What follows belongs to an exercise in optimizing a design on an open flow for small area, a short achievable clock period and few clock cycles per item; a production flow would make more cautious choices.
Only simulation tests tie the RTL to the original design; equivalence was not proved.
Power and IR drop assume default switching activity.

File: run.sh
#!/bin/bash
# synth_recipe.tcl (not shown) runs the flow's synth.tcl, then flattens the netlist and writes it again
# the make line also repeats each setting of config.mk as NAME=value (left out here)
make -C /OpenROAD-flow-scripts/flow DESIGN_CONFIG=/design/flow/config.mk WORK_HOME=/design/flow/orfs CLKGATE_MAP_FILE= SYNTH_SCRIPT=/design/flow/synth_recipe.tcl finish
File: config.mk
export PLATFORM = sky130hd
export DESIGN_NAME = nearest_palette_color_unit
export DESIGN_NICKNAME = nearest_palette_color_unit
export VERILOG_FILES = /design/flow/design.v
export SDC_FILE = /design/flow/constraint.sdc
export NUM_CORES = 4
export LEC_CHECK = 0
export ABC_AREA = 1
export CAP_MARGIN = 20
export CORE_MARGIN = 2
export CORE_UTILIZATION = 40
export SETUP_SLACK_MARGIN = 2.5
export SLEW_MARGIN = 20
File: constraint.sdc
create_clock -name core_clock -period 5.5 [get_ports {clk_i}]
set_input_delay 1.1000 -clock core_clock [delete_from_list [all_inputs] [get_ports {clk_i}]]
set_output_delay 1.1000 -clock core_clock [all_outputs]
set_load 0.01 [all_outputs]
File: design.v
package npc_pkg;
  localparam int unsigned NumColors = 22;
endpackage
module nearest_palette_color_unit #(
  parameter int unsigned PALETTE_SIZE = 22
) (
  input  logic        clk_i,
  input  logic        rst_ni,
  input  logic        cfg_we_i,
  input  logic [21:0] cfg_wdata_i,
  input  logic        pixel_valid_i,
  output logic        pixel_ready_o,
  input  logic [31:0] pixel_word_i,
  output logic        result_valid_o,
  input  logic        result_ready_i,
  output logic [4:0]  color_index_o,
  output logic        none_enabled_o
);
  function automatic logic [1:0] cmp_join(input logic [1:0] hi, input logic [1:0] lo);
    cmp_join = {hi[1] | (hi[0] & lo[1]), hi[1] | (hi[0] & lo[0])};
  endfunction
  function automatic logic ge_key(input logic [11:0] x, input logic [11:0] y);
    logic [23:0] p;
    logic [23:0] q;
    q = '0;
    for (int k = 0; k < 12; k++) p[2*k +: 2] = {x[k] & ~y[k], x[k] | ~y[k]};
    q[0 +: 2] = cmp_join(p[2 +: 2], p[0 +: 2]);
    q[2 +: 2] = cmp_join(p[6 +: 2], p[4 +: 2]);
    q[4 +: 2] = cmp_join(p[10 +: 2], p[8 +: 2]);
    q[6 +: 2] = cmp_join(p[14 +: 2], p[12 +: 2]);
    q[8 +: 2] = cmp_join(p[18 +: 2], p[16 +: 2]);
    q[10 +: 2] = cmp_join(p[22 +: 2], p[20 +: 2]);
    p[0 +: 2] = cmp_join(q[2 +: 2], q[0 +: 2]);
    p[2 +: 2] = cmp_join(q[6 +: 2], q[4 +: 2]);
    p[4 +: 2] = cmp_join(q[10 +: 2], q[8 +: 2]);
    q[0 +: 2] = cmp_join(p[2 +: 2], p[0 +: 2]);
    q[2 +: 2] = p[4 +: 2];
    p[0 +: 2] = cmp_join(q[2 +: 2], q[0 +: 2]);
    ge_key = p[0];
  endfunction
  logic [21:0] enable_mask_q;
  always_ff @(posedge clk_i or negedge rst_ni) begin
    if (!rst_ni) enable_mask_q <= 22'h3fffff;
    else if (cfg_we_i) enable_mask_q <= cfg_wdata_i;
  end
  logic ready_q;
  logic take_px;
  assign pixel_ready_o = ready_q;
  assign take_px = pixel_valid_i & ready_q;
  logic [23:0] px_q;
  logic [21:0] en_q;
  logic        vin_q;
  logic [30:0] lt_q;
  always_ff @(posedge clk_i) begin
    lt_q[0] <= pixel_word_i[7:0] < 8'd187;
    lt_q[1] <= pixel_word_i[7:0] < 8'd102;
    lt_q[2] <= pixel_word_i[15:8] < 8'd102;
    lt_q[3] <= pixel_word_i[23:16] < 8'd102;
    lt_q[4] <= pixel_word_i[23:16] < 8'd128;
    lt_q[5] <= pixel_word_i[15:8] < 8'd128;
    lt_q[6] <= pixel_word_i[7:0] < 8'd191;
    lt_q[7] <= pixel_word_i[7:0] < 8'd146;
    lt_q[8] <= pixel_word_i[15:8] < 8'd211;
    lt_q[9] <= pixel_word_i[23:16] < 8'd202;
    lt_q[10] <= pixel_word_i[7:0] < 8'd34;
    lt_q[11] <= pixel_word_i[15:8] < 8'd139;
    lt_q[12] <= pixel_word_i[23:16] < 8'd34;
    lt_q[13] <= pixel_word_i[7:0] < 8'd64;
    lt_q[14] <= pixel_word_i[15:8] < 8'd224;
    lt_q[15] <= pixel_word_i[23:16] < 8'd208;
    lt_q[16] <= pixel_word_i[7:0] < 8'd128;
    lt_q[17] <= pixel_word_i[7:0] < 8'd186;
    lt_q[18] <= pixel_word_i[15:8] < 8'd184;
    lt_q[19] <= pixel_word_i[23:16] < 8'd108;
    lt_q[20] <= pixel_word_i[7:0] < 8'd135;
    lt_q[21] <= pixel_word_i[15:8] < 8'd206;
    lt_q[22] <= pixel_word_i[23:16] < 8'd235;
    lt_q[23] <= pixel_word_i[7:0] < 8'd143;
    lt_q[24] <= pixel_word_i[15:8] < 8'd21;
    lt_q[25] <= pixel_word_i[7:0] < 8'd144;
    lt_q[26] <= pixel_word_i[15:8] < 8'd238;
    lt_q[27] <= pixel_word_i[23:16] < 8'd144;
    lt_q[28] <= pixel_word_i[7:0] < 8'd165;
    lt_q[29] <= pixel_word_i[15:8] < 8'd42;
    lt_q[30] <= pixel_word_i[23:16] < 8'd42;
  end
  always_ff @(posedge clk_i) begin
    px_q <= pixel_word_i[23:0];
    en_q <= enable_mask_q;
  end
  always_ff @(posedge clk_i or negedge rst_ni) begin
    if (!rst_ni) vin_q <= 1'b0;
    else vin_q <= take_px;
  end
  logic [7:0] px_r, px_g, px_b;
  assign px_r = px_q[7:0];
  assign px_g = px_q[15:8];
  assign px_b = px_q[23:16];
  logic [7:0] mn_r_187;
  assign mn_r_187 = lt_q[0] ? px_r[7:0] : 8'd187;
  logic [6:0] mn_r_102;
  assign mn_r_102 = lt_q[1] ? px_r[6:0] : 7'd102;
  logic [6:0] mn_g_102;
  assign mn_g_102 = lt_q[2] ? px_g[6:0] : 7'd102;
  logic [6:0] mn_b_102;
  assign mn_b_102 = lt_q[3] ? px_b[6:0] : 7'd102;
  logic [7:0] mn_b_128;
  assign mn_b_128 = lt_q[4] ? px_b[7:0] : 8'd128;
  logic [7:0] mn_g_128;
  assign mn_g_128 = lt_q[5] ? px_g[7:0] : 8'd128;
  logic [7:0] mn_r_191;
  assign mn_r_191 = lt_q[6] ? px_r[7:0] : 8'd191;
  logic [7:0] mn_r_146;
  assign mn_r_146 = lt_q[7] ? px_r[7:0] : 8'd146;
  logic [7:0] mn_g_211;
  assign mn_g_211 = lt_q[8] ? px_g[7:0] : 8'd211;
  logic [7:0] mn_b_202;
  assign mn_b_202 = lt_q[9] ? px_b[7:0] : 8'd202;
  logic [5:0] mn_r_34;
  assign mn_r_34 = lt_q[10] ? px_r[5:0] : 6'd34;
  logic [7:0] mn_g_139;
  assign mn_g_139 = lt_q[11] ? px_g[7:0] : 8'd139;
  logic [5:0] mn_b_34;
  assign mn_b_34 = lt_q[12] ? px_b[5:0] : 6'd34;
  logic [6:0] mn_r_64;
  assign mn_r_64 = lt_q[13] ? px_r[6:0] : 7'd64;
  logic [7:0] mn_g_224;
  assign mn_g_224 = lt_q[14] ? px_g[7:0] : 8'd224;
  logic [7:0] mn_b_208;
  assign mn_b_208 = lt_q[15] ? px_b[7:0] : 8'd208;
  logic [7:0] mn_r_128;
  assign mn_r_128 = lt_q[16] ? px_r[7:0] : 8'd128;
  logic [7:0] mn_r_186;
  assign mn_r_186 = lt_q[17] ? px_r[7:0] : 8'd186;
  logic [7:0] mn_g_184;
  assign mn_g_184 = lt_q[18] ? px_g[7:0] : 8'd184;
  logic [6:0] mn_b_108;
  assign mn_b_108 = lt_q[19] ? px_b[6:0] : 7'd108;
  logic [7:0] mn_r_135;
  assign mn_r_135 = lt_q[20] ? px_r[7:0] : 8'd135;
  logic [7:0] mn_g_206;
  assign mn_g_206 = lt_q[21] ? px_g[7:0] : 8'd206;
  logic [7:0] mn_b_235;
  assign mn_b_235 = lt_q[22] ? px_b[7:0] : 8'd235;
  logic [7:0] mn_r_143;
  assign mn_r_143 = lt_q[23] ? px_r[7:0] : 8'd143;
  logic [4:0] mn_g_21;
  assign mn_g_21 = lt_q[24] ? px_g[4:0] : 5'd21;
  logic [7:0] mn_r_144;
  assign mn_r_144 = lt_q[25] ? px_r[7:0] : 8'd144;
  logic [7:0] mn_g_238;
  assign mn_g_238 = lt_q[26] ? px_g[7:0] : 8'd238;
  logic [7:0] mn_b_144;
  assign mn_b_144 = lt_q[27] ? px_b[7:0] : 8'd144;
  logic [7:0] mn_r_165;
  assign mn_r_165 = lt_q[28] ? px_r[7:0] : 8'd165;
  logic [5:0] mn_g_42;
  assign mn_g_42 = lt_q[29] ? px_g[5:0] : 6'd42;
  logic [5:0] mn_b_42;
  assign mn_b_42 = lt_q[30] ? px_b[5:0] : 6'd42;
  logic [11:0] k0;
  assign k0 = {en_q[0], 10'd383, 1'b1};
  logic [11:0] k1;
  assign k1 = {en_q[1], 10'(px_r) + 10'(px_g) + 10'(px_b) + 10'd1, 1'b0};
  logic [11:0] k2;
  assign k2 = {en_q[2], 10'(px_r) + 10'd256, 1'b0};
  logic [11:0] k3;
  assign k3 = {en_q[3], 10'(px_g) + 10'd256, 1'b0};
  logic [11:0] k4;
  assign k4 = {en_q[4], 10'(px_b) + 10'd256, 1'b0};
  logic [11:0] k5;
  assign k5 = {en_q[5], 10'(mn_r_187) + 10'd290, 1'b0};
  logic [11:0] k6;
  assign k6 = {en_q[6], 10'(mn_r_102) + 10'(mn_g_102) + 10'(mn_b_102) + 10'd230, 1'b1};
  logic [11:0] k7;
  assign k7 = {en_q[7], 10'(mn_b_128) + 10'd319, 1'b1};
  logic [11:0] k8;
  assign k8 = {en_q[8], 10'(mn_g_128) + 10'(mn_b_128) + 10'd255, 1'b1};
  logic [11:0] k9;
  assign k9 = {en_q[9], 10'(mn_r_191) + 10'(px_g) + 10'd160, 1'b1};
  logic [11:0] k10;
  assign k10 = {en_q[10], 10'(px_g) + 10'(px_b) + 10'd128, 1'b1};
  logic [11:0] k11;
  assign k11 = {en_q[11], 10'(mn_r_146) + 10'(mn_g_211) + 10'(mn_b_202) + 10'd104, 1'b0};
  logic [11:0] k12;
  assign k12 = {en_q[12], 10'(mn_r_34) + 10'(mn_g_139) + 10'(mn_b_34) + 10'd280, 1'b0};
  logic [11:0] k13;
  assign k13 = {en_q[13], 10'(mn_r_64) + 10'(mn_g_224) + 10'(mn_b_208) + 10'd135, 1'b1};
  logic [11:0] k14;
  assign k14 = {en_q[14], 10'(mn_r_128) + 10'd319, 1'b1};
  logic [11:0] k15;
  assign k15 = {en_q[15], 10'(mn_r_128) + 10'(mn_b_128) + 10'd255, 1'b1};
  logic [11:0] k16;
  assign k16 = {en_q[16], 10'(mn_r_186) + 10'(mn_g_184) + 10'(mn_b_108) + 10'd144, 1'b1};
  logic [11:0] k17;
  assign k17 = {en_q[17], 10'(mn_r_135) + 10'(mn_g_206) + 10'(mn_b_235) + 10'd95, 1'b1};
  logic [11:0] k18;
  assign k18 = {en_q[18], 10'(mn_r_143) + 10'(mn_g_21) + 10'd301, 1'b1};
  logic [11:0] k19;
  assign k19 = {en_q[19], 10'(mn_r_144) + 10'(mn_g_238) + 10'(mn_b_144) + 10'd120, 1'b1};
  logic [11:0] k20;
  assign k20 = {en_q[20], 10'(mn_r_165) + 10'(mn_g_42) + 10'(mn_b_42) + 10'd259, 1'b0};
  logic [11:0] k21;
  assign k21 = {en_q[21], 10'(px_r) + 10'(px_g) + 10'd128, 1'b1};
  logic [11:0] r0_0_key;
  logic [11:0] r0_1_key;
  logic [11:0] r0_2_key;
  logic [11:0] r0_3_key;
  logic [11:0] r0_4_key;
  logic [11:0] r0_5_key;
  logic [11:0] r0_6_key;
  logic [11:0] r0_7_key;
  logic [11:0] r0_8_key;
  logic [11:0] r0_9_key;
  logic [11:0] r0_10_key;
  logic [11:0] r0_11_key;
  logic [11:0] r0_12_key;
  logic [11:0] r0_13_key;
  logic [11:0] r0_14_key;
  logic [11:0] r0_15_key;
  logic [11:0] r0_16_key;
  logic [11:0] r0_17_key;
  logic [11:0] r0_18_key;
  logic [11:0] r0_19_key;
  logic [11:0] r0_20_key;
  logic [11:0] r0_21_key;
  logic vs0_q;
  always_ff @(posedge clk_i) begin
    r0_0_key <= k0;
    r0_1_key <= k1;
    r0_2_key <= k2;
    r0_3_key <= k3;
    r0_4_key <= k4;
    r0_5_key <= k5;
    r0_6_key <= k6;
    r0_7_key <= k7;
    r0_8_key <= k8;
    r0_9_key <= k9;
    r0_10_key <= k10;
    r0_11_key <= k11;
    r0_12_key <= k12;
    r0_13_key <= k13;
    r0_14_key <= k14;
    r0_15_key <= k15;
    r0_16_key <= k16;
    r0_17_key <= k17;
    r0_18_key <= k18;
    r0_19_key <= k19;
    r0_20_key <= k20;
    r0_21_key <= k21;
  end
  always_ff @(posedge clk_i or negedge rst_ni) begin
    if (!rst_ni) vs0_q <= 1'b0;
    else vs0_q <= vin_q;
  end
  logic [11:0] t1_0_key;
  logic [0:0] t1_0_idx;
  logic t1_0_ge01;
  assign t1_0_ge01 = ge_key(r0_0_key, r0_1_key);
  logic t1_0_w0;
  assign t1_0_w0 = t1_0_ge01;
  logic t1_0_w1;
  assign t1_0_w1 = !t1_0_ge01;
  assign t1_0_key = t1_0_w0 ? r0_0_key : r0_1_key;
  assign t1_0_idx = 1'(t1_0_w0 ? 1'd0 : 1'd1);
  logic [11:0] t1_1_key;
  logic [0:0] t1_1_idx;
  logic t1_1_ge01;
  assign t1_1_ge01 = ge_key(r0_2_key, r0_3_key);
  logic t1_1_w0;
  assign t1_1_w0 = t1_1_ge01;
  logic t1_1_w1;
  assign t1_1_w1 = !t1_1_ge01;
  assign t1_1_key = t1_1_w0 ? r0_2_key : r0_3_key;
  assign t1_1_idx = 1'(t1_1_w0 ? 1'd0 : 1'd1);
  logic [11:0] t1_2_key;
  logic [0:0] t1_2_idx;
  logic t1_2_ge01;
  assign t1_2_ge01 = ge_key(r0_4_key, r0_5_key);
  logic t1_2_w0;
  assign t1_2_w0 = t1_2_ge01;
  logic t1_2_w1;
  assign t1_2_w1 = !t1_2_ge01;
  assign t1_2_key = t1_2_w0 ? r0_4_key : r0_5_key;
  assign t1_2_idx = 1'(t1_2_w0 ? 1'd0 : 1'd1);
  logic [11:0] t1_3_key;
  logic [0:0] t1_3_idx;
  logic t1_3_ge01;
  assign t1_3_ge01 = ge_key(r0_6_key, r0_7_key);
  logic t1_3_w0;
  assign t1_3_w0 = t1_3_ge01;
  logic t1_3_w1;
  assign t1_3_w1 = !t1_3_ge01;
  assign t1_3_key = t1_3_w0 ? r0_6_key : r0_7_key;
  assign t1_3_idx = 1'(t1_3_w0 ? 1'd0 : 1'd1);
  logic [11:0] t1_4_key;
  logic [0:0] t1_4_idx;
  logic t1_4_ge01;
  assign t1_4_ge01 = ge_key(r0_8_key, r0_9_key);
  logic t1_4_w0;
  assign t1_4_w0 = t1_4_ge01;
  logic t1_4_w1;
  assign t1_4_w1 = !t1_4_ge01;
  assign t1_4_key = t1_4_w0 ? r0_8_key : r0_9_key;
  assign t1_4_idx = 1'(t1_4_w0 ? 1'd0 : 1'd1);
  logic [11:0] t1_5_key;
  logic [0:0] t1_5_idx;
  logic t1_5_ge01;
  assign t1_5_ge01 = ge_key(r0_10_key, r0_11_key);
  logic t1_5_w0;
  assign t1_5_w0 = t1_5_ge01;
  logic t1_5_w1;
  assign t1_5_w1 = !t1_5_ge01;
  assign t1_5_key = t1_5_w0 ? r0_10_key : r0_11_key;
  assign t1_5_idx = 1'(t1_5_w0 ? 1'd0 : 1'd1);
  logic [11:0] t1_6_key;
  logic [0:0] t1_6_idx;
  logic t1_6_ge01;
  assign t1_6_ge01 = ge_key(r0_12_key, r0_13_key);
  logic t1_6_w0;
  assign t1_6_w0 = t1_6_ge01;
  logic t1_6_w1;
  assign t1_6_w1 = !t1_6_ge01;
  assign t1_6_key = t1_6_w0 ? r0_12_key : r0_13_key;
  assign t1_6_idx = 1'(t1_6_w0 ? 1'd0 : 1'd1);
  logic [11:0] t1_7_key;
  logic [0:0] t1_7_idx;
  logic t1_7_ge01;
  assign t1_7_ge01 = ge_key(r0_14_key, r0_15_key);
  logic t1_7_w0;
  assign t1_7_w0 = t1_7_ge01;
  logic t1_7_w1;
  assign t1_7_w1 = !t1_7_ge01;
  assign t1_7_key = t1_7_w0 ? r0_14_key : r0_15_key;
  assign t1_7_idx = 1'(t1_7_w0 ? 1'd0 : 1'd1);
  logic [11:0] t1_8_key;
  logic [0:0] t1_8_idx;
  logic t1_8_ge01;
  assign t1_8_ge01 = ge_key(r0_16_key, r0_17_key);
  logic t1_8_w0;
  assign t1_8_w0 = t1_8_ge01;
  logic t1_8_w1;
  assign t1_8_w1 = !t1_8_ge01;
  assign t1_8_key = t1_8_w0 ? r0_16_key : r0_17_key;
  assign t1_8_idx = 1'(t1_8_w0 ? 1'd0 : 1'd1);
  logic [11:0] t1_9_key;
  logic [0:0] t1_9_idx;
  logic t1_9_ge01;
  assign t1_9_ge01 = ge_key(r0_18_key, r0_19_key);
  logic t1_9_w0;
  assign t1_9_w0 = t1_9_ge01;
  logic t1_9_w1;
  assign t1_9_w1 = !t1_9_ge01;
  assign t1_9_key = t1_9_w0 ? r0_18_key : r0_19_key;
  assign t1_9_idx = 1'(t1_9_w0 ? 1'd0 : 1'd1);
  logic [11:0] t1_10_key;
  logic [0:0] t1_10_idx;
  logic t1_10_ge01;
  assign t1_10_ge01 = ge_key(r0_20_key, r0_21_key);
  logic t1_10_w0;
  assign t1_10_w0 = t1_10_ge01;
  logic t1_10_w1;
  assign t1_10_w1 = !t1_10_ge01;
  assign t1_10_key = t1_10_w0 ? r0_20_key : r0_21_key;
  assign t1_10_idx = 1'(t1_10_w0 ? 1'd0 : 1'd1);
  logic [11:0] t2_0_key;
  logic [1:0] t2_0_idx;
  logic t2_0_ge01;
  assign t2_0_ge01 = ge_key(t1_0_key, t1_1_key);
  logic t2_0_w0;
  assign t2_0_w0 = t2_0_ge01;
  logic t2_0_w1;
  assign t2_0_w1 = !t2_0_ge01;
  assign t2_0_key = t2_0_w0 ? t1_0_key : t1_1_key;
  assign t2_0_idx = 2'(t2_0_w0 ? {1'd0, t1_0_idx} : {1'd1, t1_1_idx});
  logic [11:0] t2_1_key;
  logic [1:0] t2_1_idx;
  logic t2_1_ge01;
  assign t2_1_ge01 = ge_key(t1_2_key, t1_3_key);
  logic t2_1_w0;
  assign t2_1_w0 = t2_1_ge01;
  logic t2_1_w1;
  assign t2_1_w1 = !t2_1_ge01;
  assign t2_1_key = t2_1_w0 ? t1_2_key : t1_3_key;
  assign t2_1_idx = 2'(t2_1_w0 ? {1'd0, t1_2_idx} : {1'd1, t1_3_idx});
  logic [11:0] t2_2_key;
  logic [1:0] t2_2_idx;
  logic t2_2_ge01;
  assign t2_2_ge01 = ge_key(t1_4_key, t1_5_key);
  logic t2_2_w0;
  assign t2_2_w0 = t2_2_ge01;
  logic t2_2_w1;
  assign t2_2_w1 = !t2_2_ge01;
  assign t2_2_key = t2_2_w0 ? t1_4_key : t1_5_key;
  assign t2_2_idx = 2'(t2_2_w0 ? {1'd0, t1_4_idx} : {1'd1, t1_5_idx});
  logic [11:0] t2_3_key;
  logic [1:0] t2_3_idx;
  logic t2_3_ge01;
  assign t2_3_ge01 = ge_key(t1_6_key, t1_7_key);
  logic t2_3_w0;
  assign t2_3_w0 = t2_3_ge01;
  logic t2_3_w1;
  assign t2_3_w1 = !t2_3_ge01;
  assign t2_3_key = t2_3_w0 ? t1_6_key : t1_7_key;
  assign t2_3_idx = 2'(t2_3_w0 ? {1'd0, t1_6_idx} : {1'd1, t1_7_idx});
  logic [11:0] t2_4_key;
  logic [1:0] t2_4_idx;
  logic t2_4_ge01;
  assign t2_4_ge01 = ge_key(t1_8_key, t1_9_key);
  logic t2_4_w0;
  assign t2_4_w0 = t2_4_ge01;
  logic t2_4_w1;
  assign t2_4_w1 = !t2_4_ge01;
  assign t2_4_key = t2_4_w0 ? t1_8_key : t1_9_key;
  assign t2_4_idx = 2'(t2_4_w0 ? {1'd0, t1_8_idx} : {1'd1, t1_9_idx});
  logic [11:0] t2_5_key;
  logic [1:0] t2_5_idx;
  assign t2_5_key = t1_10_key;
  assign t2_5_idx = 2'(t1_10_idx);
  logic [11:0] r2_0_key;
  logic [1:0] r2_0_idx;
  logic [11:0] r2_1_key;
  logic [1:0] r2_1_idx;
  logic [11:0] r2_2_key;
  logic [1:0] r2_2_idx;
  logic [11:0] r2_3_key;
  logic [1:0] r2_3_idx;
  logic [11:0] r2_4_key;
  logic [1:0] r2_4_idx;
  logic [11:0] r2_5_key;
  logic [1:0] r2_5_idx;
  logic vs2_q;
  always_ff @(posedge clk_i) begin
    r2_0_key <= t2_0_key;
    r2_0_idx <= t2_0_idx;
    r2_1_key <= t2_1_key;
    r2_1_idx <= t2_1_idx;
    r2_2_key <= t2_2_key;
    r2_2_idx <= t2_2_idx;
    r2_3_key <= t2_3_key;
    r2_3_idx <= t2_3_idx;
    r2_4_key <= t2_4_key;
    r2_4_idx <= t2_4_idx;
    r2_5_key <= t2_5_key;
    r2_5_idx <= t2_5_idx;
  end
  always_ff @(posedge clk_i or negedge rst_ni) begin
    if (!rst_ni) vs2_q <= 1'b0;
    else vs2_q <= vs0_q;
  end
  logic [11:0] t3_0_key;
  logic [2:0] t3_0_idx;
  logic t3_0_ge01;
  assign t3_0_ge01 = ge_key(r2_0_key, r2_1_key);
  logic t3_0_w0;
  assign t3_0_w0 = t3_0_ge01;
  logic t3_0_w1;
  assign t3_0_w1 = !t3_0_ge01;
  assign t3_0_key = t3_0_w0 ? r2_0_key : r2_1_key;
  assign t3_0_idx = 3'(t3_0_w0 ? {1'd0, r2_0_idx} : {1'd1, r2_1_idx});
  logic [11:0] t3_1_key;
  logic [2:0] t3_1_idx;
  logic t3_1_ge01;
  assign t3_1_ge01 = ge_key(r2_2_key, r2_3_key);
  logic t3_1_w0;
  assign t3_1_w0 = t3_1_ge01;
  logic t3_1_w1;
  assign t3_1_w1 = !t3_1_ge01;
  assign t3_1_key = t3_1_w0 ? r2_2_key : r2_3_key;
  assign t3_1_idx = 3'(t3_1_w0 ? {1'd0, r2_2_idx} : {1'd1, r2_3_idx});
  logic [11:0] t3_2_key;
  logic [2:0] t3_2_idx;
  logic t3_2_ge01;
  assign t3_2_ge01 = ge_key(r2_4_key, r2_5_key);
  logic t3_2_w0;
  assign t3_2_w0 = t3_2_ge01;
  logic t3_2_w1;
  assign t3_2_w1 = !t3_2_ge01;
  assign t3_2_key = t3_2_w0 ? r2_4_key : r2_5_key;
  assign t3_2_idx = 3'(t3_2_w0 ? {1'd0, r2_4_idx} : {1'd1, r2_5_idx});
  logic [11:0] t4_0_key;
  logic [3:0] t4_0_idx;
  logic t4_0_ge01;
  assign t4_0_ge01 = ge_key(t3_0_key, t3_1_key);
  logic t4_0_w0;
  assign t4_0_w0 = t4_0_ge01;
  logic t4_0_w1;
  assign t4_0_w1 = !t4_0_ge01;
  assign t4_0_key = t4_0_w0 ? t3_0_key : t3_1_key;
  assign t4_0_idx = 4'(t4_0_w0 ? {1'd0, t3_0_idx} : {1'd1, t3_1_idx});
  logic [11:0] t4_1_key;
  logic [3:0] t4_1_idx;
  assign t4_1_key = t3_2_key;
  assign t4_1_idx = 4'(t3_2_idx);
  logic [11:0] r4_0_key;
  logic [3:0] r4_0_idx;
  logic [11:0] r4_1_key;
  logic [3:0] r4_1_idx;
  logic vs4_q;
  always_ff @(posedge clk_i) begin
    r4_0_key <= t4_0_key;
    r4_0_idx <= t4_0_idx;
    r4_1_key <= t4_1_key;
    r4_1_idx <= t4_1_idx;
  end
  always_ff @(posedge clk_i or negedge rst_ni) begin
    if (!rst_ni) vs4_q <= 1'b0;
    else vs4_q <= vs2_q;
  end
  logic [11:0] t5_0_key;
  logic [4:0] t5_0_idx;
  logic t5_0_ge01;
  assign t5_0_ge01 = ge_key(r4_0_key, r4_1_key);
  logic t5_0_w0;
  assign t5_0_w0 = t5_0_ge01;
  logic t5_0_w1;
  assign t5_0_w1 = !t5_0_ge01;
  assign t5_0_key = t5_0_w0 ? r4_0_key : r4_1_key;
  assign t5_0_idx = 5'(t5_0_w0 ? {1'd0, r4_0_idx} : {1'd1, r4_1_idx});
  logic [5:0] res;
  logic      res_v;
  assign res = {!t5_0_key[11], t5_0_key[11] ? 5'(t5_0_idx) : 5'd0};
  assign res_v = vs4_q;
  logic [5:0] q_v;
  logic [5:0] q0_q;
  logic [4:0] q1_q;
  logic [4:0] q2_q;
  logic [4:0] q3_q;
  logic [4:0] q4_q;
  logic [4:0] q5_q;
  logic [4:0] res_code;
  logic [5:0] q1_full;
  assign res_code = res[4:0] | {5{res[5]}};
  assign q1_full = {&q1_q, q1_q & {5{~&q1_q}}};
  logic take_res;
  assign take_res = q_v[0] & result_ready_i;
  assign result_valid_o = q_v[0];
  assign color_index_o = q0_q[4:0];
  assign none_enabled_o = q0_q[5];
  logic [5:0] sh_v;
  logic [5:0] nx_v;
  assign sh_v = take_res ? (q_v >> 1) : q_v;
  assign nx_v = sh_v | (res_v ? ((sh_v + 1'b1) & ~sh_v) : '0);
  always_ff @(posedge clk_i) begin
    q0_q <= sh_v[0] ? (take_res ? q1_full : q0_q) : res;
    q1_q <= sh_v[1] ? (take_res ? q2_q : q1_q) : res_code;
    q2_q <= sh_v[2] ? (take_res ? q3_q : q2_q) : res_code;
    q3_q <= sh_v[3] ? (take_res ? q4_q : q3_q) : res_code;
    q4_q <= sh_v[4] ? (take_res ? q5_q : q4_q) : res_code;
    q5_q <= sh_v[5] ? q5_q : res_code;
  end
  always_ff @(posedge clk_i or negedge rst_ni) begin
    if (!rst_ni) q_v <= '0;
    else q_v <= nx_v;
  end
  logic [2:0] occ_q;
  logic [2:0] occ_nx;
  assign occ_nx = occ_q + 3'(take_px) - 3'(take_res);
  always_ff @(posedge clk_i or negedge rst_ni) begin
    if (!rst_ni) begin
      occ_q   <= '0;
      ready_q <= 1'b0;
    end else begin
      occ_q   <= occ_nx;
      ready_q <= occ_nx < 3'd6;
    end
  end
endmodule
==> summary.md, run 1 <==
| Metric | Value |
|---|---|
| Top area cells in the synthesized netlist | dfxtp_1, nand2_1, ha_1, inv_1, fa_1 |
| Hold_buf cts | 0 |
| CP Data Required Time | 6.00 ns |
| Startpoint Class | flip-flop |
| Rows | 95 |
| Grt total ovfl | 0 |
| Slew Limit Fails | 0 |
| Vias per Instance | 4.739 |
| Most used DFF post-synth | dfxtp_1 |
| GRT Overall Usage | 0.2003 |
| Root Driver | clkbuf_16 |
| Sequential area share after synthesis | 0.3714 |
| Routed WL | 70870 um |
| Detailed Place HPWL | 53790 um |
| Nets | 4124 |
| DIE AREA | 0.07040 mm^2 |
| Largest net degree at the start of global routing | 37 |
| Post-synth top area share | 0.3034 |
| Detail Route Antenna Nets | 0 |
| Max stage delay on crit path | 0.48 ns |
| Yosys cell types | 62 |
| WHS | 0.3228 ns |
| Worst Setup End Kind | flip-flop |
| Hold Crit Class | flip-flop to flip-flop |
| Clk buf depth | 3 |
| Layout area overhead | 14.88% |
| Worst vdd ir | 0.3166 mV |
| Max_cap viols | 0 |
| Clock sinks | 481 |
| Core area | 0.06740 mm^2 |
| Initial core utilization | 0.4053 |
| Final setup viols | 0 |
| TritonRoute pass-1 iters | 6 |
| Cells after Synth | 3675 |
| Fin crit share | 0.5272 |
| Slew margin rel. | 0.4723 |
| Number of global-route vias before repair | 20910 |
| Share of cells above drive strength 1 | 0.09255 |
| Yosys top cell by area | dfxtp_1 |
| Filler instances | 6622 |
| CTS Buf Count | 52 |
| Syn. warnings | 1 |
| Commonest cells post-synth | nand2_1, inv_1, dfxtp_1 |
| Dpl cell area | 0.02873 mm^2 |
| Die H | 265.3 um |
| Setup TNS | 0 ns |
| Number of synthesized flops with an enable pin | 31 |
| Starting DRT DRC Count | 1244 |
| CTS tree | built |
| Post-Syn Area | 0.02732 mm^2 |
| Worst Tran Pin Value | 0.7915 ns |
| Most numerous cell in the Yosys netlist | nand2_1 |
| Seq cells post-synth | 481 |
| CP arrival | 3.40 ns |
| Leakage power | 16.69 nW |
| Final min period | 2.900 ns |
| Critical-path top delay cell | fa_1 |
| Clock Skew | 0.02346 ns |
| DRC viols | 0 |
| Crit-path cells | buf_6 > nor2_1 > fa_1 > inv_1 > ha_1 > ha_1 > fa_1 > a31oi_2 > nor2_1 > o21ai_0 > nand2_1 > xor2_1 |
| CP Class | flip-flop to flip-flop |
| Post-DR wirelength/cell | 15.08 um |
| Final hold vios | 0 |
| Crit-path max FO | 7 |
| Crit path max-delay family | adder cells |
| Status | no timing/DRC/antenna violations |
| Power per Cell Area | 591.3 mW/mm^2 |
| IO buf count | 58 |
| Synthesized area per cell | 7.434 um^2 |
| Initial antenna violation count | 3 |
| Clock latency (worst-skew pair) | 0.62 ns |
| Async SR Flop Fraction | 0.07484 |
| H-tree depth | 2 |
| Finished Core Util | 0.4656 |
| F_max | 0.3449 GHz |
| Io pins | 67 |
| Syn_nets | 4015 |
| Design Area, Final | 0.03138 mm^2 |
| First-pass GRT wire length | 110500 um |
| RD Place Congestion | 0.8945 |
| Routed vias | 22270 |
| Clk slew on worst S/H paths | 0.06 ns |
| RSZ-0062 raised after global routing | false |
| Crit path buffers/inverters | 2 |
| Chip Width | 265.3 um |
-- placed cells by master, fill, tap and decap left out, types with 9 or more instances in the layout --
master and count:
a21o_1 9, a21oi_1 136, a21oi_2 13, a31oi_1 20, buf_4 51, clkbuf_16 53, clkbuf_8 15, clkdlybuf4s50_1 56
dfrtp_1 14, dfstp_2 22, dfxtp_1 391, dfxtp_2 9, dfxtp_4 14, edfxtp_1 31, fa_1 65, ha_1 201
ha_4 9, inv_1 638, inv_2 22, mux2_2 22, nand2_1 1090, nand2_2 19, nand2_4 17, nand3_1 205
nand3b_1 14, nand4_1 16, nor2_1 238, o21ai_0 125, o21ai_1 45, o21ai_2 14, or2_1 13, xnor2_1 22
xor2_1 75
-- worst register-to-register path: cells and delay by family, from the launching register on --
| family | cells | cell delay [ns] |
|---|---|---|
| buffers and inverters | 2 | 0.24 |
| xor gates and xnor gates | 1 | 0.14 |
| AOI/OAI and AO/OA | 2 | 0.35 |
| adders and majority gates | 4 | 1.42 |
| and+or+nand+nor | 3 | 0.22 |
| DFF | 1 | 0.44 |
-- layout make-up --
| type | count | area [um^2] | area share |
|---|---|---|---|
| Sequential cell | 481 | 10210 | 0.3254 |
| Inverter | 667 | 2515 | 0.08014 |
| Tap cell | 873 | 1092 | 0.03481 |
| Timing Repair Buffer | 120 | 1116 | 0.03556 |
| Antenna cell | 2 | 5.005 | 0.0001595 |
| Clock inverter | 21 | 270.3 | 0.008612 |
| Multi-Input combinational cell | 2462 | 14620 | 0.4658 |
| Clock buffer | 74 | 1555 | 0.04956 |
-- power by group --
part / internal (mW) / switching, mW
sequential: 4.78 / 0.650
combinational: 3.13 / 6.33
clock: 2.17 / 1.50
-- kinds of logic (layout without fill, tap and decap cells) --
group / after synthesis / count (layout) / synth area share
adder cells (fa/ha/maj): 281 / 281 / 0.1479
buffers and inverters: 732 / 882 / 0.1056
AO/OA/AOI/OAI: 419 / 419 / 0.08780
multiplexers: 22 / 22 / 0.009069
flip-flops: 481 / 481 / 0.3714
XOR/XNOR: 98 / 98 / 0.03142
AND/OR/NAND/NOR: 1642 / 1642 / 0.2467
other: 0 / 2 / 0
-- routing by layer --
metal  wire length, um  global-route usage  up-vias
li1                  -                   -    11650
met1             33630              0.2728    10020
met2             31030              0.3206      483
met3              3682             0.03111      127
met4              2527             0.07452        0
met5                 0                   0        -
-- repair_timing --
action	4_1_cts	5_1_grt
resized for setup	47	80
setup endpoints to repair	98	92
pin swaps	2	18
gates cloned	0	0
buffers inserted	16	29
-- state kept, by name, summed over array words and instances, names as in the netlist, 12 cells and up --
| register | cells |
|---|---|
| lt_q | 31 |
| px_q | 24 |
| en_q | 22 |
| enable_mask_q | 22 |
| r2_0_key | 12 |
| r2_1_key | 12 |
| r2_2_key | 12 |
| r2_3_key | 12 |
| r2_5_key | 12 |
| r4_0_key | 12 |
| r4_1_key | 12 |
-- stage by stage --
stage	power (mW)	cells	setup slack, ns
floorplan	12.33	3675	2.542
global placement	14.38	4558	1.845
detailed placement	14.47	4558	1.893
CTS	18.29	4669	2.440
global route	20.27	4698	2.482
finish	18.56	4700	2.600
-- worst paths after layout --
check / cells after the start / to / slack [ns] / start
setup reg to reg: 12 / r0_16_key[9] / 2.60 / px_q[18]
setup / recovery: 12 / r0_16_key[9] / 2.60 / px_q[18]
hold / removal: 0 / r0_1_key[11] / 0.32 / en_q[1]
min in group asynchronous: 2 / q_v[4] / 0.59 / rst_ni
hold reg to reg: 0 / r0_1_key[11] / 0.32 / en_q[1]
max in group asynchronous: 2 / occ_q[2] / 4.51 / rst_ni
Testbench counts, summed over its fixed seeds: cycles 16,040, items 16,000.
==> run 2: changes to the inputs <==
--- a/config.mk
+++ b/config.mk
@@ -11,3 +11,3 @@
 export CORE_UTILIZATION = 40
-export SETUP_SLACK_MARGIN = 2.5
+export SETUP_SLACK_MARGIN = 2.6
 export SLEW_MARGIN = 20
==> run 2 against run 1 <==
Sequential power barely moved; cell count rose by 0.13%; combinational power barely moved; core utilization rose by 0.37 points; first-iteration DRC count fell by 1.3%; critical path depth rose by 3; largest cell class unchanged; die area did not move; non-clock buffer count rose by 1; sequential share of layout area fell by 0.23 points; fmax rose by 2.3%; final area rose by 0.80%; total power rose by 0.47%; critical endpoint is now r0_17_key[9].
==> summary.md, run 2 <==
| Metric | Value |
|---|---|
| Status | no timing/DRC/antenna violations |
| Post-Place Cells | 4556 |
| Yosys top cell by area | dfxtp_1 |
| Worst Setup End Kind | flip-flop |
| Share of cells above drive strength 1 | 0.1041 |
| Slew Limit Fails | 0 |
| Crit-path max FO | 5 |
| GRT Overall Usage | 0.1982 |
| Clock sinks | 481 |
| First-pass GRT wire length | 109200 um |
| Crit-path cells | buf_4 > nand2_1 > ha_1 > inv_1 > fa_1 > ha_4 > a21oi_1 > nand2_1 > a21oi_2 > inv_1 > a21oi_2 > nor2_1 > o21ai_0 > nand2_1 > xor2_1 |
| Most used DFF post-synth | dfxtp_1 |
| Worst Tran Pin Value | 0.7169 ns |
| Final min period | 2.834 ns |
| IO buf count | 58 |
| Most numerous cell in the Yosys netlist | nand2_1 |
| Design Area, Final | 0.03163 mm^2 |
| CP arrival | 3.34 ns |
| H-tree depth | 2 |
| RSZ-0062 raised after global routing | true |
| Sequential area share after synthesis | 0.3714 |
| Initial antenna violation count | 1 |
| Hold Crit Class | flip-flop to flip-flop |
| Post-Syn Area | 0.02732 mm^2 |
| Clk slew on worst S/H paths | 0.06 ns |
| Clock Skew | 0.02142 ns |
| Die H | 265.3 um |
| CP Class | flip-flop to flip-flop |
| Seq cells post-synth | 481 |
| Nets | 4129 |
| CTS Buf Count | 54 |
| Post-synth top area share | 0.3034 |
| Async SR Flop Fraction | 0.07484 |
| TritonRoute pass-1 iters | 7 |
| Root Driver | clkbuf_16 |
| Final setup viols | 0 |
| Startpoint Class | flip-flop |
| CP Data Required Time | 6.00 ns |
| Layout area overhead | 15.79% |
| Chip Width | 265.3 um |
| Registers with the most flip-flops | lt_q (31), px_q (24) |
| Yosys cell types | 62 |
| Critical Path Most Common Cell | nand2_1 |
| Cells after Synth | 3675 |
| Initial core utilization | 0.4053 |
| Post-DR wirelength/cell | 14.91 um |
| Synthesized area per cell | 7.434 um^2 |
| Fin crit share | 0.5152 |
| Number of synthesized flops with an enable pin | 31 |
| Ant. Diodes | 0 |
| WHS | 0.3253 ns |
| Clk buf depth | 3 |
| Setup TNS | 0 ns |
| Max FFs per register | 31 |
| Worst vdd ir | 0.3479 mV |
| Final hold vios | 0 |
| Number of global-route vias before repair | 20500 |
| Largest net degree at the start of global routing | 37 |
| Syn. warnings | 1 |
| Syn_nets | 4015 |
| Grt total ovfl | 0 |
| Rows | 95 |
| DIE AREA | 0.07040 mm^2 |
| Starting DRT DRC Count | 1228 |
| F_max | 0.3529 GHz |
| Routed vias | 22230 |
| Detail Route Antenna Nets | 0 |
| Hold_buf cts | 0 |
| Pwr Total | 18.65 mW |
| Slew margin rel. | 0.5220 |
| Clock latency (worst-skew pair) | 0.62 ns |
| Routed WL | 70180 um |
| Vias per Instance | 4.724 |
| DRC viols | 0 |
| Most frequent cells in the layout | nand2_1, inv_1, dfxtp_1 |
| Dpl cell area | 0.02871 mm^2 |
| Most flops, register | lt_q |
| Critical-path top delay cell | fa_1 |
| Detailed Place HPWL | 53630 um |
| Top area cells in the synthesized netlist | dfxtp_1, nand2_1, ha_1, inv_1, fa_1 |
| Non-Filler Instances | 4706 |
| Power per Cell Area | 589.4 mW/mm^2 |
| RD Place Congestion | 0.8881 |
| Commonest non-fill, non-tap cell in the layout | nand2_1 |
| Io pins | 67 |
| CTS tree | built |
| Filler instances | 6615 |
| Leakage power | 16.73 nW |
| Core area | 0.06740 mm^2 |
| Max stage delay on crit path | 0.56 ns |
| Commonest cells post-synth | nand2_1, inv_1, dfxtp_1 |
| Max_cap viols | 0 |
run 2: final cells by class:
| type | count | area (um^2) | area share |
|---|---|---|---|
| inverters | 667 | 2522 | 0.07974 |
| flip-flops and latches | 481 | 10220 | 0.3230 |
| well taps | 873 | 1092 | 0.03453 |
| multi-input cells | 2464 | 14780 | 0.4672 |
| clock buffers | 66 | 1498 | 0.04735 |
| repair buffers | 121 | 1156 | 0.03655 |
| clock inverters | 34 | 367.9 | 0.01163 |
run 2: path summary, 6_finish.rpt:
check,startpoint,to,slack (ns),depth (start not counted)
max,px_q[3],r0_17_key[9],2.67,15
min,en_q[16],r0_16_key[11],0.33,0
max reg2reg,px_q[3],r0_17_key[9],2.67,15
min reg2reg,en_q[16],r0_16_key[11],0.33,0
max in group asynchronous,rst_ni,enable_mask_q[16],4.52,2
min in group asynchronous,rst_ni,q_v[0],0.58,2
run 2: what timing repair did:
action                                  CTS  global route
endpoints found under the setup margin  116            96
pin swaps                                 7            29
resized for setup                        72           115
setup buffers                            23            25
gates cloned                              0             2
run 2: metal layers:
| metal | track usage | wire [um] | part of all wire |
|---|---|---|---|
| met2 | 0.3134 | 30890 | 0.44 |
| met5 | 0 | 0 | 0 |
| met1 | 0.2796 | 33920 | 0.48 |
| met3 | 0.02546 | 3191 | 0.045 |
| met4 | 0.06520 | 2168 | 0.031 |
run 2: critical path: cells and delay by family (launching register included):
family / cells / cell delay (ns)
xor+xnor: 1 / 0.16
simple gates: 4 / 0.29
flops: 1 / 0.36
fa+ha+maj: 3 / 1.06
compound gates: 4 / 0.56
buf+inv: 3 / 0.27
run 2: power breakdown:
part / total [mW] / internal, mW / switching [mW]
Clock: 3.69 / 2.15 / 1.54
Combinational: 9.49 / 3.19 / 6.30
Sequential: 5.46 / 4.78 / 0.681
Total: 18.6 / 10.1 / 8.52
run 2: logic make-up (layout without fill, tap and decap cells):
| logic type | after synthesis | in the layout | synth area share |
|---|---|---|---|
| simple gates | 1642 | 1644 | 0.2467 |
| buf+inv | 732 | 888 | 0.1056 |
| flops | 481 | 481 | 0.3714 |
| compound gates | 419 | 419 | 0.08780 |
| fa+ha+maj | 281 | 281 | 0.1479 |
| xor+xnor | 98 | 98 | 0.03142 |
| mux | 22 | 22 | 0.009069 |
run 2: stage by stage:
stage               utilization  worst slack (ns)
floorplan                     -             2.625
finish                   0.4694             2.666
CTS                      0.4600             2.469
detailed placement       0.4260             1.891
global placement         0.4260             1.978
global route             0.4694             2.490
==> run 3: changes to the inputs <==
--- a/config.mk
+++ b/config.mk
@@ -13 +13,2 @@
 export SLEW_MARGIN = 20
+export TNS_END_PERCENT = 0
==> run 3 against run 2 <==
Largest power group unchanged; clock power rose by 5%; highest routed layer unchanged; fmax fell by 3.2%; global-route usage rose by 0.16 points; clock-buffer cell count fell by 3; first-iteration DRC count rose by 3.9%; die area did not move; via count fell by 0.78%; register-to-register slack got worse by 0.09 ns.
==> summary.md, run 3 <==
| Metric | Value |
|---|---|
| CP Class | flip-flop to flip-flop |
| RD Place Congestion | 0.8883 |
| Sequential area share after synthesis | 0.3714 |
| Detail Route Antenna Nets | 0 |
| DIE AREA | 0.07040 mm^2 |
| Clock sinks | 481 |
| Initial antenna violation count | 1 |
| Grt total ovfl | 0 |
| H-tree depth | 2 |
| Max FFs per register | 31 |
| Post-Place Cells | 4558 |
| Power per Cell Area | 593.5 mW/mm^2 |
| Setup TNS | 0 ns |
| Reg2reg setup slack | 2.57 ns |
| Starting DRT DRC Count | 1276 |
| Most frequent cells in the layout | nand2_1, inv_1, dfxtp_1 |
| Reg-to-reg critical path startpoint | px_q[4] |
| CTS tree | built |
| Async SR Flop Fraction | 0.07484 |
| Routed vias | 22060 |
| Commonest cells post-synth | nand2_1, inv_1, dfxtp_1 |
| CP arrival | 3.43 ns |
| CP Data Required Time | 6.00 ns |
| RR Endpoint | r0_11_key[10] |
| Worst vdd ir | 0.2894 mV |
| Chip Width | 265.3 um |
| GRT Overall Usage | 0.1997 |
| Final min period | 2.926 ns |
| Clock Skew | 0.02503 ns |
| Io pins | 67 |
| Syn_nets | 4015 |
| Routed WL | 70600 um |
| Startpoint Class | flip-flop |
| Core area | 0.06740 mm^2 |
| TritonRoute pass-1 iters | 5 |
| DRC viols | 0 |
| Slew margin rel. | 0.4992 |
| Fin crit share | 0.5320 |
| Worst Setup End Kind | flip-flop |
| Vias per Instance | 4.711 |
| First-pass GRT wire length | 109800 um |
| Layout area overhead | 14.72% |
| F_max | 0.3418 GHz |
| Worst setup margin | 2.574 ns |
| Seq cells post-synth | 481 |
| CTS Buf Count | 53 |
| Pre-CTS WS | 1.948 ns |
| Rows | 95 |
| Most flops, register | lt_q |
| Crit path from | px_q[4] |
| Final setup viols | 0 |
| Registers with the most flip-flops | lt_q (31), px_q (24) |
| Syn. warnings | 1 |
| Most numerous cell in the Yosys netlist | nand2_1 |
| Worst Tran Pin Value | 0.7511 ns |
| Hold Crit Class | flip-flop to flip-flop |
| Detailed Place HPWL | 53920 um |
| Share of cells above drive strength 1 | 0.08929 |
| Yosys cell types | 62 |
| Non-Filler Instances | 4682 |
| Pwr Total | 18.60 mW |
| Dpl cell area | 0.02873 mm^2 |
| Crit-path max FO | 11 |
| Max_cap viols | 0 |
| Root Driver | clkbuf_16 |
| Status | no timing/DRC/antenna violations |
| RSZ-0062 raised after global routing | true |
| Initial core utilization | 0.4053 |
| Clk buf depth | 3 |
| Top area cells in the synthesized netlist | dfxtp_1, nand2_1, ha_1, inv_1, fa_1 |
| Most used DFF post-synth | dfxtp_1 |
| Cells after Synth | 3675 |
| Number of global-route vias before repair | 20360 |
| Number of synthesized flops with an enable pin | 31 |
| Hold_buf cts | 0 |
| Design Area, Final | 0.03134 mm^2 |
| Crit path to | r0_11_key[10] |
| Post-Syn Area | 0.02732 mm^2 |
| Commonest non-fill, non-tap cell in the layout | nand2_1 |
| R2R depth | 13 |
| IO buf count | 58 |
| Slew Limit Fails | 0 |
| Post-synth top area share | 0.3034 |
| Leakage power | 16.65 nW |
| Clock latency (worst-skew pair) | 0.63 ns |
| Clk slew on worst S/H paths | 0.06 ns |
| Largest net degree at the start of global routing | 37 |
| Filler instances | 6621 |
| Die H | 265.3 um |
| Final hold vios | 0 |
| Yosys top cell by area | dfxtp_1 |
| Post-DR wirelength/cell | 15.08 um |
| Synthesized area per cell | 7.434 um^2 |
| Nets | 4104 |
## run 3: cell count changes in the layout (fill, tap and decap cells not counted), sizes merged, moves of 2 or more
| cell | before | now |
|---|---|---|
| bufinv | 4 | 8 |
| inv | 668 | 673 |
| clkinvlp | 12 | 4 |
| buf | 65 | 43 |
| nand2 | 1129 | 1127 |
| clkbuf | 66 | 63 |
## run 3: worst min-delay path by stage
stage	from	end	slack [ns]	cells after the start
3_5_place_dp	en_q[20]	r0_20_key[11]	0.31	0
3_3_place_gp	en_q[14]	r0_14_key[11]	0.31	0
4_1_cts	en_q[4]	r0_4_key[11]	0.31	0
2_1_floorplan	en_q[0]	r0_0_key[11]	0.31	0
6_report	en_q[4]	r0_4_key[11]	0.32	0
5_1_grt	en_q[4]	r0_4_key[11]	0.32	0
## run 3: logic make-up (layout without fill, tap and decap cells)
group                      after synthesis  count (layout)  synth area share
muxes                                   22              22          0.009069
adders and majority gates              281             281            0.1479
xor gates and xnor gates                98              98           0.03142
other                                    0               1                 0
buffers and inverters                  732             865            0.1056
and+or+nand+nor                       1642            1642            0.2467
AOI/OAI and AO/OA                      419             419           0.08780
DFF                                    481             481            0.3714
## run 3: final cells by class
class	count	area [um^2]	share of cell area
Multi-Input combinational cell	2462	14620	0.4666
Sequential cell	481	10210	0.3258
Inverter	667	2515	0.08024
Clock buffer	63	1435	0.04579
Tap cell	873	1092	0.03485
Timing Repair Buffer	99	954.7	0.03046
Clock inverter	36	506.7	0.01617
Antenna cell	1	2.502	0.00007984
## run 3: what timing repair did
action / CTS / global route
endpoints found under the setup margin: 115 / 102
buffers inserted: 8 / 16
resized for setup: 40 / 99
pin swaps: 0 / 12
## run 3: per-stage QoR
step                utilization  hold slack, ns
CTS                      0.4576          0.3140
global route             0.4650          0.3233
finish                   0.4650          0.3172
floorplan                     -          0.3096
global placement         0.4263          0.3112
detailed placement       0.4263          0.3132
## run 3: per-layer routing
metal,global-route usage,vias to the layer above,routed length [um]
li1,-,11620,-
met1,0.2744,9825,33300
met2,0.3185,479,31220
met3,0.03009,133,3653
met4,0.07238,0,2430
met5,0,-,0
## run 3: critical path: stages, from the launching register on
cell and delay, ns:
dfxtp_4 0.37, buf_8 0.16, inv_1 0.14, nand2_1 0.10, fa_2 0.59, ha_1 0.25
ha_2 0.34, a21oi_1 0.14, nand2_1 0.09, a21oi_1 0.13, nor2_1 0.05, nor2_1 0.15
o21ai_0 0.11, a21o_1 0.18
## run 3: power by group
part	internal (mW)	switching, mW	leakage [nW]	total (mW)
clock network	2.29	1.58	0.954	3.87
registers	4.78	0.654	4.23	5.43
logic	3.02	6.28	11.5	9.30
==> run 4: changes to the inputs <==
--- a/config.mk
+++ b/config.mk
@@ -11,4 +11,5 @@
 export CORE_UTILIZATION = 40
+export CTS_BUF_LIST = sky130_fd_sc_hd__clkbuf_8
+export CTS_CLUSTER_SIZE = 20
 export SETUP_SLACK_MARGIN = 2.6
 export SLEW_MARGIN = 20
-export TNS_END_PERCENT = 0
==> run 4 against run 3 <==
Synthesized cell count stayed put; largest cell class unchanged; total power decreased by 0.44%; register-to-register slack gained 0.09 ns; first-iteration DRC count decreased by 13%; fmax increased by 3.3%; sequential share of layout area is 0.37 points lower; combinational power grew 2%; synthesized area unchanged; setup slack improved by 0.093 ns; clock skew grew 0.017 ns; non-clock buffer count is 27 higher; critical path type unchanged; die area is the same.
==> summary.md, run 4 <==
| Metric | Value |
|---|---|
| Post-Syn Area | 0.02732 mm^2 |
| Detail Route Antenna Nets | 0 |
| CP arrival | 3.41 ns |
| Die H | 265.3 um |
| Final setup viols | 0 |
| Most numerous cell in the Yosys netlist | nand2_1 |
| Number of global-route vias before repair | 20750 |
| Registers with the most flip-flops | lt_q (31), px_q (24) |
| Post-DR wirelength/cell | 14.85 um |
| Clk buf depth | 3 |
| Clock sinks | 481 |
| Met2 GRT Util | 0.3117 |
| RD Place Congestion | 0.8881 |
| Pre-CTS WS | 1.891 ns |
| Clock latency (worst-skew pair) | 0.68 ns |
| First-pass GRT wire length | 109600 um |
| Syn. warnings | 1 |
| Syn_nets | 4015 |
| Starting DRT DRC Count | 1115 |
| Grt total ovfl | 0 |
| Finished Core Util | 0.4708 |
| Post-synth top area share | 0.3034 |
| Sequential area share after synthesis | 0.3714 |
| Layout area overhead | 16.15% |
| Initial core utilization | 0.4053 |
| CP Data Required Time | 6.08 ns |
| Initial antenna violation count | 4 |
| Worst Setup End Kind | flip-flop |
| Clock Skew | 0.04168 ns |
| Seq cells post-synth | 481 |
| Reg2reg setup slack | 2.67 ns |
| Largest net degree at the start of global routing | 37 |
| Async SR Flop Fraction | 0.07484 |
| Root Driver | clkbuf_8 |
| Most used DFF post-synth | dfxtp_1 |
| Commonest non-fill, non-tap cell in the layout | nand2_1 |
| Worst vdd ir | 0.3442 mV |
| Most flops, register | lt_q |
| Detailed Place HPWL | 53630 um |
| Routed WL | 70780 um |
| Crit-path max FO | 5 |
| Clk slew on worst S/H paths | 0.06 ns |
| CTS Buf Count | 83 |
| Io pins | 67 |
| Setup TNS | 0 ns |
| Core area | 0.06740 mm^2 |
| IO buf count | 58 |
| Startpoint Class | flip-flop |
| Final min period | 2.833 ns |
| Slew margin rel. | 0.5202 |
| Worst Tran Pin Value | 0.7197 ns |
| Commonest cells post-synth | nand2_1, inv_1, dfxtp_1 |
| Grt met1 use | 0.2781 |
| Leakage power | 16.89 nW |
| DRC viols | 0 |
| H-tree depth | 3 |
| Met3 Use GR | 0.02944 |
| CP Class | flip-flop to flip-flop |
| Slew Limit Fails | 0 |
| Max_cap viols | 0 |
| Most frequent cells in the layout | nand2_1, inv_1, dfxtp_1 |
| Final hold vios | 0 |
| TritonRoute pass-1 iters | 5 |
| Yosys top cell by area | dfxtp_1 |
| GRT Overall Usage | 0.2000 |
| CTS tree | built |
| Pwr Total | 18.52 mW |
| Hold Crit Class | flip-flop to flip-flop |
| Max FFs per register | 31 |
| Vias per Instance | 4.708 |
| Top area cells in the synthesized netlist | dfxtp_1, nand2_1, ha_1, inv_1, fa_1 |
| Chip Width | 265.3 um |
| Cells after Synth | 3675 |
| RSZ-0062 raised after global routing | true |
| Yosys cell types | 62 |
| Nets | 4163 |
| Status | no timing/DRC/antenna violations |
| DIE AREA | 0.07040 mm^2 |
| Number of synthesized flops with an enable pin | 31 |
| Worst setup margin | 2.667 ns |
| Share of cells above drive strength 1 | 0.1131 |
| Power per Cell Area | 583.6 mW/mm^2 |
| Synthesized area per cell | 7.434 um^2 |
| Hold_buf cts | 0 |
| Routed vias | 22440 |
| Fin crit share | 0.5150 |
| GRT busiest layer | met2 |
| Rows | 95 |
| F_max | 0.3530 GHz |
-- run 4: per-stage QoR --
stage / hold slack [ns] / cell area (um^2) / std cells
global route: 0.3356 / 31730 / 4765
CTS: 0.3173 / 30970 / 4730
finish: 0.3193 / 31730 / 4765
detailed placement: 0.3121 / 28710 / 4556
global placement: 0.3108 / 28710 / 4556
floorplan: 0.3096 / 27330 / 3675
-- run 4: where the power goes --
part	internal (mW)	switching [mW]
sequential	4.78	0.682
combinational	3.19	6.29
clock	2.05	1.53
-- run 4: worst max-delay path, cell delays in order, from the launching register on --
cell and delay [ns]:
dfxtp_4 0.36, buf_12 0.11, buf_4 0.16, nand2_1 0.08, fa_1 0.54, inv_1 0.05, ha_1 0.30, ha_1 0.24
fa_1 0.42, a31oi_2 0.18, o21ai_0 0.13, a21oi_1 0.15
-- run 4: area by class of cell --
class	instances	area, um^2
repair buffers	126	1232
clock buffers	103	1418
clock inverters	50	460.4
multi-input cells	2464	14780
well taps	873	1092
fillers	6631	35670
diodes	1	2.502
inverters	667	2522
flip-flops and latches	481	10220
-- run 4: worst paths after layout --
kind	start	end	cells past startpoint
worst max-delay path	px_q[10]	r0_12_key[9]	11
worst min-delay path	en_q[5]	r0_5_key[11]	0
worst max register to register	px_q[10]	r0_12_key[9]	11
worst min register to register	en_q[5]	r0_5_key[11]	0
max in group asynchronous	rst_ni	enable_mask_q[17]	2
min in group asynchronous	rst_ni	vs4_q	2
-- run 4: metal layers --
| layer | vias to the layer above | routed length, um |
|---|---|---|
| met5 | - | 0 |
| met4 | 0 | 2119 |
| met3 | 113 | 3445 |
| met2 | 485 | 31190 |
| met1 | 10100 | 34020 |
| li1 | 11740 | - |
-- run 4: kinds of logic (layout without fill, tap and decap cells) --
kind of cell / after synthesis / in the layout / share of synthesized area
buffers and inverters: 732 / 946 / 0.1056
AO/OA/AOI/OAI: 419 / 419 / 0.08780
flip-flops: 481 / 481 / 0.3714
other: 0 / 1 / 0
multiplexers: 22 / 22 / 0.009069
AND/OR/NAND/NOR: 1642 / 1644 / 0.2467
adder cells (fa/ha/maj): 281 / 281 / 0.1479
XOR/XNOR: 98 / 98 / 0.03142
-- run 4: timing repair --
item                                    in CTS  in global routing
buffers inserted                            21                 32
endpoints found under the setup margin     116                 94
gates resized for setup                     67                128
gates cloned                                 0                  2
pin swaps                                    5                 30
==> run 5: changes to the inputs <==
--- a/config.mk
+++ b/config.mk
@@ -11,4 +11,5 @@
 export CORE_UTILIZATION = 40
-export CTS_BUF_LIST = sky130_fd_sc_hd__clkbuf_8
-export CTS_CLUSTER_SIZE = 20
+export CTS_BUF_LIST = sky130_fd_sc_hd__clkbuf_16
+export CTS_CLUSTER_DIAMETER = 80
+export CTS_CLUSTER_SIZE = 38
 export SETUP_SLACK_MARGIN = 2.6
==> run 5 against run 4 <==
Fmax about the same; clock skew fell by 0.0086 ns; total power shrank 4.8%; still clean; first-iteration DRC count is 12% higher; highest routed layer unchanged; critical path depth increased by 3; die area unchanged; via count decreased by 1.3%; hold slack improved by 0.0071 ns; critical endpoint is now r0_13_key[10]; synthesized cell count did not move; sequential power hardly changed.
==> summary.md, run 5 <==
| Metric | Value |
|---|---|
| Status | no timing/DRC/antenna violations |
| Slew Limit Fails | 0 |
| CTS Buf Count | 28 |
| GRT Overall Usage | 0.1955 |
| Post-synth top area share | 0.3034 |
| Area of the multi-input gates | 0.01477 mm^2 |
| Worst vdd ir | 0.3432 mV |
| Worst Tran Pin Value | 0.7169 ns |
| CP Class | flip-flop to flip-flop |
| Min-delay src | en_q[1] |
| Seq cells post-synth | 481 |
| Io pins | 67 |
| Crit-path max FO | 7 |
| Detailed Place HPWL | 53630 um |
| Max stage delay on crit path | 0.56 ns |
| Worst Setup End Kind | flip-flop |
| Hold Crit Class | flip-flop to flip-flop |
| Post-DR wirelength/cell | 14.96 um |
| F_max | 0.3532 GHz |
| TritonRoute pass-1 iters | 5 |
| Commonest cells post-synth | nand2_1, inv_1, dfxtp_1 |
| Final setup viols | 0 |
| First-pass GRT wire length | 108300 um |
| Initial core utilization | 0.4053 |
| RR Endpoint | r0_13_key[10] |
| Syn. warnings | 1 |
| Most frequent cells in the layout | nand2_1, inv_1, dfxtp_1 |
| CTS tree | built |
| R2R depth | 14 |
| Worst hold endpoint | r0_1_key[11] |
| Crit path max-delay family | adder cells |
| Register area | 0.01022 mm^2 |
| Clock sinks | 481 |
| Slew margin rel. | 0.5221 |
| Initial antenna violation count | 1 |
| Reg2reg setup slack | 2.67 ns |
| Async SR Flop Fraction | 0.07484 |
| Grt total ovfl | 0 |
| Syn_nets | 4015 |
| Vias per Instance | 4.734 |
| Fin crit share | 0.5148 |
| Core area | 0.06740 mm^2 |
| Chip Width | 265.3 um |
| Yosys top cell by area | dfxtp_1 |
| Final hold vios | 0 |
| Clock latency (worst-skew pair) | 0.62 ns |
| Filler instances | 6651 |
| CP Data Required Time | 6.05 ns |
| H-tree depth | 1 |
| Setup TNS | 0 ns |
| Max FFs per register | 31 |
| Routed WL | 69980 um |
| Hold Crit Depth | 0 |
| Starting DRT DRC Count | 1246 |
| Clk buf depth | 3 |
| Synthesized area per cell | 7.434 um^2 |
| CP arrival | 3.38 ns |
| Most numerous cell in the Yosys netlist | nand2_1 |
| Max_cap viols | 0 |
| Ant. Diodes | 0 |
| Startpoint Class | flip-flop |
| RD Place Congestion | 0.8881 |
| Pwr Total | 17.62 mW |
| Clk slew on worst S/H paths | 0.11 ns |
| Crit-path cells | nand2_1 > ha_1 > inv_2 > fa_2 > ha_1 > inv_1 > fa_1 > o21ai_2 > a21oi_1 > inv_1 > a21oi_1 > nor2_1 > nor2_1 > o21bai_1 |
| Detail Route Antenna Nets | 0 |
| DRC viols | 0 |
| Post-Syn Area | 0.02732 mm^2 |
| Final min period | 2.831 ns |
| Cells after Synth | 3675 |
| Sequential area share after synthesis | 0.3714 |
| Number of global-route vias before repair | 20390 |
| Most flops, register | lt_q |
| Root Driver | clkbuf_16 |
| Die H | 265.3 um |
| Power per Cell Area | 566.4 mW/mm^2 |
| Top area cells in the synthesized netlist | dfxtp_1, nand2_1, ha_1, inv_1, fa_1 |
| Hold_buf cts | 0 |
| Most used DFF post-synth | dfxtp_1 |
| Reg-to-reg critical path startpoint | px_q[9] |
| Nets | 4123 |
| Leakage power | 16.50 nW |
| DIE AREA | 0.07040 mm^2 |
| Crit path buffers/inverters | 3 |
| Number of synthesized flops with an enable pin | 31 |
| IO buf count | 58 |
| Largest net degree at the start of global routing | 39 |
| Registers with the most flip-flops | lt_q (31), px_q (24) |
| Share of cells above drive strength 1 | 0.09777 |
| Crit path from | px_q[9] |
| Routed vias | 22150 |
| Commonest non-fill, non-tap cell in the layout | nand2_1 |
| Yosys cell types | 62 |
| RSZ-0062 raised after global routing | true |
| Layout area overhead | 13.89% |
| Rows | 95 |
| Critical-path top delay cell | fa_2 |
| Clock Skew | 0.03313 ns |
run 5: cell counts after synthesis:
No cell type changed its count.
run 5: per-stage QoR:
| stage | setup slack (ns) | instances | util | cell area, um^2 | hold slack, ns |
|---|---|---|---|---|---|
| 5_1_grt | 2.468 | 4678 | 0.4617 | 31110 | 0.3345 |
| 3_5_place_dp | 1.891 | 4556 | 0.4260 | 28710 | 0.3121 |
| 6_report | 2.669 | 4678 | 0.4617 | 31110 | 0.3264 |
| 4_1_cts | 2.477 | 4633 | 0.4493 | 30280 | 0.3286 |
| 3_3_place_gp | 1.978 | 4556 | 0.4260 | 28710 | 0.3108 |
| 2_1_floorplan | 2.625 | 3675 | - | 27330 | 0.3096 |
run 5: cell families (layout without fill, tap and decap cells):
logic type      Yosys count  count (layout)  synth area share
simple gates           1642            1643            0.2467
buf+inv                 732             861            0.1056
flops                   481             481            0.3714
compound gates          419             419           0.08780
fa+ha+maj               281             281            0.1479
xor+xnor                 98              98           0.03142
mux                      22              22          0.009069
run 5: worst max-delay path by stage:
stage | to | cells past startpoint | slack (ns)
detailed placement | r0_13_key[9] | 15 | 1.89
global placement | r0_13_key[9] | 15 | 1.98
floorplan | r0_20_key[8] | 12 | 2.63
finish | r0_13_key[10] | 14 | 2.67
CTS | r0_13_key[9] | 16 | 2.48
global route | r0_13_key[9] | 16 | 2.47
run 5: cell type report:
type / instances / area share
clock buffers: 28 / 0.02252
clock inverters: 24 / 0.01416
inverters: 667 / 0.08107
multi-input cells: 2463 / 0.4747
flip-flops and latches: 481 / 0.3285
well taps: 873 / 0.03511
repair buffers: 142 / 0.04387
run 5: routing by layer:
metal	share of wire	track usage	up-vias
met2	0.44	0.3134	419
li1	-	-	11630
met3	0.048	0.02074	102
met5	0	0	-
met1	0.48	0.2763	9994
met4	0.031	0.06154	0
run 5: repair_timing:
item	CTS	global route
cloned	0	1
endpoints found under the setup margin	122	96
pin swaps	6	38
setup buffers	25	44
resized for setup	79	120
run 5: power by group:
group | switching, mW | leakage [nW] | internal (mW)
combinational | 6.34 | 11.7 | 3.26
sequential | 0.679 | 4.22 | 4.77
clock | 1.47 | 0.544 | 1.11
total | 8.48 | 16.5 | 9.14
run 5: worst register-to-register path: stages, from the launching register on:
cell and delay, ns:
dfxtp_4 0.45, nand2_1 0.08, ha_1 0.29, inv_2 0.04
fa_2 0.56, ha_1 0.17, inv_1 0.06, fa_1 0.42
o21ai_2 0.18, a21oi_1 0.10, inv_1 0.06, a21oi_1 0.08
nor2_1 0.09, nor2_1 0.04, o21bai_1 0.12

[what the ideal ports hide]
Ports are ideal in the flow. The routed layouts listed here were re-timed in OpenROAD.
Step 1 (the two cells are an assumption about what drives the block):
set clk [get_ports {clk_i}]
set_driving_cell -lib_cell sky130_fd_sc_hd__clkbuf_16 $clk
set_driving_cell -lib_cell sky130_fd_sc_hd__buf_2 [delete_from_list [all_inputs] $clk]
Step 2 adds t to the input delays and takes it off the output delays; t is the mean of the earliest and latest rising clock arrival at the registers after step 1. Input paths then give back, and output paths get back, about the clock's delay inside the block.
Slacks: ideal / step 1 / step 2; pairs: ideal / step 1.
run	t, ns	setup WS [ns]	worst data-port slew with drivers (ns)
run 1	0.663	2.600 / 2.600 / 2.174	0.05
run 2	0.671	2.666 / 2.666 / 2.157	0.06
run 3	0.673	2.574 / 2.574 / 2.193	0.06
run 4	0.721	2.667 / 2.667 / 2.170	0.06
run 5	0.671	2.669 / 2.669 / 2.187	0.06
After both steps setup and hold are still met in every run listed. For run 2, which loses most, drivers alone change the setup slack by 0.000 ns; drivers and shift together by -0.509 ns.
